Background: an optimization exercise with open tools, aiming at small area, a short achievable clock period and few clock cycles per item. Do not read the settings as production practice.
Where RTL was checked, it was by simulation tests only, not by an equivalence proof against the original.
No activity file was given, so power comes from the tool's default toggle rates.

Design trickle_interval_timer_unit, start of the top module:
module trickle_interval_timer_unit #(
    parameter int unsigned TICKS_PER_SECOND = trk_tmr_pkg::TICKS_PER_SECOND_DEF,
    parameter int unsigned MAX_EXP          = trk_tmr_pkg::MAX_EXP_DEF
) (
    input  wire                                  i_clk,
    input  wire                                  i_rst_n,
    input  wire                                  i_in_valid,
    output logic                                 o_in_ready,
    input  wire [18:0]                           i_in,
    output logic                                 o_out_valid,
    input  wire                                  i_out_ready,
    output logic [15:0]                          o_out,
    input  wire                                  i_cfg_valid,
    output logic                                 o_cfg_ready,
    input  wire [trk_tmr_pkg::CFG_IDX_W-1:0]     i_cfg_index,
    input  wire [trk_tmr_pkg::CFG_DAT_W-1:0]     i_cfg_data
);
Settings: LEC_CHECK=0, CAP_MARGIN=20, CORE_MARGIN=2, CORE_UTILIZATION=50, CTS_BUF_LIST=sky130_fd_sc_hd__clkbuf_8, PLACE_DENSITY=0.65, SLEW_MARGIN=20; clock period 22.0 ns.
standard.sh (not shown) runs the stock make flow with config.mk's settings and CLKGATE_MAP_FILE= SYNTH_SCRIPT=/design/flow/synth_recipe.tcl, a recipe that flattens the netlist after the stock synthesis.
==> flow/flow/run.sh <==
#!/bin/bash
# The standard layout (standard.sh: its synthesis, floorplan, placement,
# CTS and routing, with the design's SDC), with two knobs changed:
#  * timing repair keeps a setup margin, so the achieved period is pushed
#    below the design's clock period;
#  * the port buffers are plain buffers instead of the resizer's pick.
# All of make's output goes to make_finish.log in the work folder.
set -euo pipefail
MARGIN=$(awk -v p="$FLOW_PERIOD_NS" 'BEGIN { printf "%.2f", p - 5.6 }')
bash standard.sh "SETUP_SLACK_MARGIN=$MARGIN" \
    "BUFFER_PORTS_ARGS=-buffer_cell sky130_fd_sc_hd__buf_1" finish > make_finish.log 2>&1
Testbench counts at the start, summed over its fixed seeds: cycles 32,136, ops 32,000.
Rerun with:
--- a/flow/design.v
+++ b/flow/design.v
@@ -206,18 +206,34 @@
     end
     logic [TICK_W-1:0] h_big;
     logic              t_lsb;
     logic [46:0] c_exp;
     always_comb begin
         c_exp = {25'd0, T_TOP} << r_exp;
         h_big = c_exp[46:25];
         t_lsb = c_exp[24];
     end
+    logic       exp_long, b_all1;
+    logic [6:0] fire_f, tail_f;
+    assign exp_long = r_exp[4] || (r_exp[3] && (r_exp[2] || r_exp[1]));
+    assign b_all1   = &r_b[15:0];
+    always_comb begin
+        case (r_exp)
+            5'd4:    fire_f = b_all1 ? 7'd2  : 7'd1;
+            5'd5:    fire_f = b_all1 ? 7'd4  : {5'd0, 1'b1, r_b[15]};
+            5'd6:    fire_f = b_all1 ? 7'd8  : {4'd0, 1'b1, r_b[15:14]};
+            5'd7:    fire_f = b_all1 ? 7'd16 : {3'd0, 1'b1, r_b[15:13]};
+            5'd8:    fire_f = b_all1 ? 7'd32 : {2'd0, 1'b1, r_b[15:12]};
+            5'd9:    fire_f = b_all1 ? 7'd64 : {1'd0, 1'b1, r_b[15:11]};
+            default: fire_f = 7'd0;
+        endcase
+        tail_f = trk_tmr_pkg::sub7(c_exp[30:24], fire_f);
+    end
     logic fold_c;
     assign fold_c = (&r_b[15:6]) && !trk_tmr_pkg::lt6(r_b[21:16], ~r_b[5:0]);
     logic [TICK_W-1:0] add_y, add_s;
     logic              add_ci;
     always_comb begin
         add_y  = {TICK_W{1'b1}};
         add_ci = 1'b0;
         if (r_busy) begin
             if (!r_step[4]) begin
@@ -260,19 +276,19 @@
                     end else if (!r_addr_ok && !rdy) begin
                         n_ticks = POSTPONE_T;
                         n_event = trk_tmr_pkg::EV_POSTPONE;
                     end else begin
                         n_addr_ok = 1'b1;
                         if (r_fire_pending) begin
                             n_event = trk_tmr_pkg::lt8(r_heard, r_redundancy) ?
                                       trk_tmr_pkg::EV_TRANSMIT : trk_tmr_pkg::EV_SUPPRESS;
                             n_fire_pending = 1'b0;
-                            n_ticks = r_b;
+                            n_ticks = exp_long ? r_b : {15'd0, tail_f};
                         end else begin
                             begin_exp = exp_up;
                             do_begin  = 1'b1;
                         end
                     end
                 end
             end
             trk_tmr_pkg::OP_HEARD: begin
                 if (r_heard != trk_tmr_pkg::COUNT_MAX) begin
@@ -291,34 +307,30 @@
         if (do_begin) begin
             n_exp          = begin_exp;
             n_heard        = '0;
             n_event        = trk_tmr_pkg::EV_NEW_INTV;
             n_fire_pending = 1'b1;
             n_running      = 1'b1;
         end
     end
     logic       r_all1;
-    logic [6:0] fire_s, tail_s, t_small;
-    logic [46:0] c_begin;
+    logic [6:0] fire_s;
     assign r_all1 = &rnd;
     always_comb begin
-        c_begin = {25'd0, T_TOP} << begin_exp;
-        t_small = c_begin[30:24];
         case (begin_exp)
             5'd4:    fire_s = r_all1 ? 7'd2  : 7'd1;
             5'd5:    fire_s = r_all1 ? 7'd4  : {5'd0, 1'b1, rnd[15]};
             5'd6:    fire_s = r_all1 ? 7'd8  : {4'd0, 1'b1, rnd[15:14]};
             5'd7:    fire_s = r_all1 ? 7'd16 : {3'd0, 1'b1, rnd[15:13]};
             5'd8:    fire_s = r_all1 ? 7'd32 : {2'd0, 1'b1, rnd[15:12]};
             5'd9:    fire_s = r_all1 ? 7'd64 : {1'd0, 1'b1, rnd[15:11]};
             default: fire_s = 7'd0;
         endcase
-        tail_s = trk_tmr_pkg::sub7(t_small, fire_s);
     end
     logic begin_slow;
     assign begin_slow = begin_exp[4] || (begin_exp[3] && (begin_exp[2] || begin_exp[1]));
     always_ff @(posedge i_clk) begin
         if (!i_rst_n) begin
             r_min_exp    <= trk_tmr_pkg::MIN_EXP_RST;
             r_doublings  <= trk_tmr_pkg::DOUBLINGS_RST;
             r_redundancy <= trk_tmr_pkg::REDUNDANCY_RST;
         end else if (i_cfg_valid) begin
@@ -367,25 +379,20 @@
                 r_b     <= add_s;
             end else if (r_step == 5'd19) begin
                 r_b     <= ~add_s;
             end else begin
                 r_ticks <= add_s;
             end
         end else if (proc) begin
             r_event <= n_event;
             if (do_begin) begin
-                if (begin_slow) begin
-                    r_ticks <= '0;
-                    r_b     <= {6'd0, rnd};
-                end else begin
-                    r_ticks <= {15'd0, fire_s};
-                    r_b     <= {15'd0, tail_s};
-                end
+                r_b     <= {6'd0, rnd};
+                r_ticks <= begin_slow ? '0 : {15'd0, fire_s};
             end else begin
                 r_ticks <= n_ticks;
             end
         end
     end
     always_ff @(posedge i_clk) begin
         r_step <= r_busy ? trk_tmr_pkg::inc5(r_step) : 5'd0;
     end
     logic s_valid_n, busy_n;
The changed run produced a clean layout; final cell count decreases by 1.8%; final area grows by 0.51%; first-iteration DRC count falls by 6.4%; worst hold slack loses 0.0095 ns; sequential share of layout area is lower by 0.14 points; via count falls by 2.1%; critical path depth came out higher by 17; power came out higher by 3.3%; setup slack is worse by 0.052 ns; area after synthesis is lower by 2.0%; clock skew went up by 0.0079 ns; wire length came out higher by 4.3%.
For the second run of this note, only the layout was checked, not whether the RTL still works.

* * *

run a:
trickle_interval_timer_unit, a different RTL version from the one above (not shown whole).
Size in the first run: about 130 flip-flops, roughly 53 I/O pins.
## trickle_interval_timer_unit
module trickle_interval_timer_unit #(
    parameter int unsigned TICKS_PER_SECOND = trk_tmr_pkg::TICKS_PER_SECOND_DEF,
    parameter int unsigned MAX_EXP          = trk_tmr_pkg::MAX_EXP_DEF
) (
    input  wire                                  i_clk,
    input  wire                                  i_rst_n,
    input  wire                                  i_in_valid,
    output logic                                 o_in_ready,
    input  wire [18:0]                           i_in,
    output logic                                 o_out_valid,
    input  wire                                  i_out_ready,
    output logic [15:0]                          o_out,
    input  wire                                  i_cfg_valid,
    output logic                                 o_cfg_ready,
    input  wire [trk_tmr_pkg::CFG_IDX_W-1:0]     i_cfg_index,
    input  wire [trk_tmr_pkg::CFG_DAT_W-1:0]     i_cfg_data
);
export LEC_CHECK = 0
export CAP_MARGIN = 20
export CORE_MARGIN = 2
export CORE_UTILIZATION = 50
export CTS_BUF_LIST = sky130_fd_sc_hd__clkbuf_8
export PLACE_DENSITY = 0.65
export SLEW_MARGIN = 20
create_clock -name core_clock -period 22.0 [get_ports {i_clk}]
==> flow/flow/run.sh <==
#!/bin/bash
# The standard layout (standard.sh: its synthesis, floorplan, placement,
# CTS and routing, with the design's SDC), with three knobs changed:
#  * timing repair keeps a setup margin, so the achieved period is pushed
#    below the design's clock period;
#  * the port buffers are plain buffers instead of the resizer's pick;
#  * clock tree synthesis inserts no dummy loads (same buffers and clustering
#    limits as the standard run otherwise).
# All of make's output goes to make_finish.log in the work folder.
set -euo pipefail
MARGIN=$(awk -v p="$FLOW_PERIOD_NS" 'BEGIN { printf "%.2f", p - 5.6 }')
bash standard.sh "SETUP_SLACK_MARGIN=$MARGIN" \
    "BUFFER_PORTS_ARGS=-buffer_cell sky130_fd_sc_hd__buf_1" \
    "CTS_ARGS=-sink_clustering_enable -repair_clock_nets -buf_list sky130_fd_sc_hd__clkbuf_8 -sink_clustering_size 30 -sink_clustering_max_diameter 100 -dont_use_dummy_load" \
    finish > make_finish.log 2>&1
Run a: flow completed, timing, DRC and antenna clean
Testbench counts of run a, summed over its fixed seeds: cycles 32,136, ops 32,000.
What run b does differently from run a at the input level:
diff --git a/flow/design.v b/flow/design.v
--- a/flow/design.v
+++ b/flow/design.v
@@ -207,41 +207,16 @@
     logic [TICK_W-1:0] h_big;
     logic              t_lsb;
     logic [46:0] c_exp;
     always_comb begin
         c_exp = {25'd0, T_TOP} << r_exp;
         h_big = c_exp[46:25];
         t_lsb = c_exp[24];
     end
-    logic       exp_long, b_all1;
-    logic [4:0] s_top;
-    logic [3:0] s_inc;
-    logic [6:0] tail_f;
-    assign exp_long = r_exp[4] || (r_exp[3] && (r_exp[2] || r_exp[1]));
-    assign b_all1   = &r_b[15:0];
-    always_comb begin
-        s_top = r_b[15:11];
-        s_inc = ~s_top[4:1];
-        case (r_exp)
-            5'd3, 5'd4: tail_f = {6'd0, !(b_all1 && r_exp[2])};
-            5'd5: tail_f = b_all1 ? 7'd0 : {5'd0, r_b[15] == 1'b0, r_b[15]};
-            5'd6: tail_f = b_all1 ? 7'd0 :
-                           {4'd0, r_b[15:14] == 2'd0, r_b[15] ^ r_b[14], r_b[14]};
-            5'd7: tail_f = b_all1 ? 7'd0 :
-                           {3'd0, r_b[15:13] == 3'd0, r_b[15] ^ (|r_b[14:13]),
-                            r_b[14] ^ r_b[13], r_b[13]};
-            5'd8: tail_f = b_all1 ? 7'd0 :
-                           {2'd0, r_b[15:12] == 4'd0, r_b[15] ^ (|r_b[14:12]),
-                            r_b[14] ^ (|r_b[13:12]), r_b[13] ^ r_b[12], r_b[12]};
-            5'd9: tail_f = b_all1 ? 7'd1 :
-                           {1'b0, trk_tmr_pkg::inc5({1'b0, s_inc}), ~s_top[0]};
-            default: tail_f = 7'd0;
-        endcase
-    end
     logic fold_c;
     assign fold_c = (&r_b[15:6]) && !trk_tmr_pkg::lt6(r_b[21:16], ~r_b[5:0]);
     logic [TICK_W-1:0] add_y, add_s;
     logic              add_ci;
     always_comb begin
         add_y  = {TICK_W{1'b1}};
         add_ci = 1'b0;
         if (r_busy) begin
@@ -286,17 +261,17 @@
                         n_ticks = POSTPONE_T;
                         n_event = trk_tmr_pkg::EV_POSTPONE;
                     end else begin
                         n_addr_ok = 1'b1;
                         if (r_fire_pending) begin
                             n_event = trk_tmr_pkg::lt8(r_heard, r_redundancy) ?
                                       trk_tmr_pkg::EV_TRANSMIT : trk_tmr_pkg::EV_SUPPRESS;
                             n_fire_pending = 1'b0;
-                            n_ticks = exp_long ? r_b : {15'd0, tail_f};
+                            n_ticks = r_b;
                         end else begin
                             begin_exp = exp_up;
                             do_begin  = 1'b1;
                         end
                     end
                 end
             end
             trk_tmr_pkg::OP_HEARD: begin
@@ -317,28 +292,32 @@
             n_exp          = begin_exp;
             n_heard        = '0;
             n_event        = trk_tmr_pkg::EV_NEW_INTV;
             n_fire_pending = 1'b1;
             n_running      = 1'b1;
         end
     end
     logic       r_all1;
-    logic [6:0] fire_s;
+    logic [6:0] fire_s, tail_s, t_small;
+    logic [46:0] c_begin;
     assign r_all1 = &rnd;
     always_comb begin
+        c_begin = {25'd0, T_TOP} << begin_exp;
+        t_small = c_begin[30:24];
         case (begin_exp)
             5'd4:    fire_s = r_all1 ? 7'd2  : 7'd1;
             5'd5:    fire_s = r_all1 ? 7'd4  : {5'd0, 1'b1, rnd[15]};
             5'd6:    fire_s = r_all1 ? 7'd8  : {4'd0, 1'b1, rnd[15:14]};
             5'd7:    fire_s = r_all1 ? 7'd16 : {3'd0, 1'b1, rnd[15:13]};
             5'd8:    fire_s = r_all1 ? 7'd32 : {2'd0, 1'b1, rnd[15:12]};
             5'd9:    fire_s = r_all1 ? 7'd64 : {1'd0, 1'b1, rnd[15:11]};
             default: fire_s = 7'd0;
         endcase
+        tail_s = trk_tmr_pkg::sub7(t_small, fire_s);
     end
     logic begin_slow;
     assign begin_slow = begin_exp[4] || (begin_exp[3] && (begin_exp[2] || begin_exp[1]));
     always_ff @(posedge i_clk) begin
         if (!i_rst_n) begin
             r_min_exp    <= trk_tmr_pkg::MIN_EXP_RST;
             r_doublings  <= trk_tmr_pkg::DOUBLINGS_RST;
             r_redundancy <= trk_tmr_pkg::REDUNDANCY_RST;
@@ -389,18 +368,23 @@
             end else if (r_step == 5'd19) begin
                 r_b     <= ~add_s;
             end else begin
                 r_ticks <= add_s;
             end
         end else if (proc) begin
             r_event <= n_event;
             if (do_begin) begin
-                r_b     <= {6'd0, rnd};
-                r_ticks <= begin_slow ? '0 : {15'd0, fire_s};
+                if (begin_slow) begin
+                    r_ticks <= '0;
+                    r_b     <= {6'd0, rnd};
+                end else begin
+                    r_ticks <= {15'd0, fire_s};
+                    r_b     <= {15'd0, tail_s};
+                end
             end else begin
                 r_ticks <= n_ticks;
             end
         end
     end
     always_ff @(posedge i_clk) begin
         r_step <= r_busy ? trk_tmr_pkg::inc5(r_step) : 5'd0;
     end
## What came out
A beginning of the critical path of i_out_ready is what run a shows, while r_exp[3] belongs to run b. Via total after detailed routing across run b and run a: no real change. Compared with run a, in run b post-route clock skew did not really move, number of standard cells after synthesis went up, post-route cell area went up, final critical delay including setup and external delays went down. Diff run a -> run b: core utilization has increased; global-route usage decreased by 2.7 points relative to the old numbers. Run comparison: run a end point of the critical path r_b[21]; run b end point of the critical path o_out[11]. Run b vs run a, critical-path cell with the highest stage delay: sky130_fd_sc_hd__dfxtp_2 vs sky130_fd_sc_hd__o21ai_4.
Testbench counts of run b, summed over its fixed seeds: cycles 32,136, ops 32,000.

[port drivers added, routing unchanged]
Ports are ideal in the flow. The routed layouts listed here were re-timed in OpenROAD.
Step 1, drivers: a clkbuf_16 drives i_clk and a buf_2 each remaining input, both assumed.
Step 2 moves the port delays by t, midway between the first and last clock arrival at a register: inputs arrive t later, outputs are due t later. That takes back most of the time a late clock gives input paths.
a / b / c = ideal ports / drivers / drivers and shift; a / b = the first two.
run	t, ns	slack for setup (ns)	worst hold slack (ns)	clock arrival spread, ns	worst data-port slew with drivers (ns)
the first run of note 1	0.494	16.420 / 16.379 / 16.003	0.467 / 0.467 / 0.467	0.019 / 0.019	0.03
the second run of note 1	0.481	16.368 / 16.368 / 16.096	0.458 / 0.458 / 0.458	0.026 / 0.026	0.03
run a	0.479	16.433 / 16.426 / 15.972	0.479 / 0.479 / 0.479	0.033 / 0.033	0.03
run b	0.490	16.437 / 16.395 / 15.999	0.463 / 0.463 / 0.463	0.032 / 0.032	0.03
After both steps every run listed still meets setup and hold. For run a, which loses most, drivers alone change the setup slack by -0.007 ns; drivers and shift together by -0.461 ns.
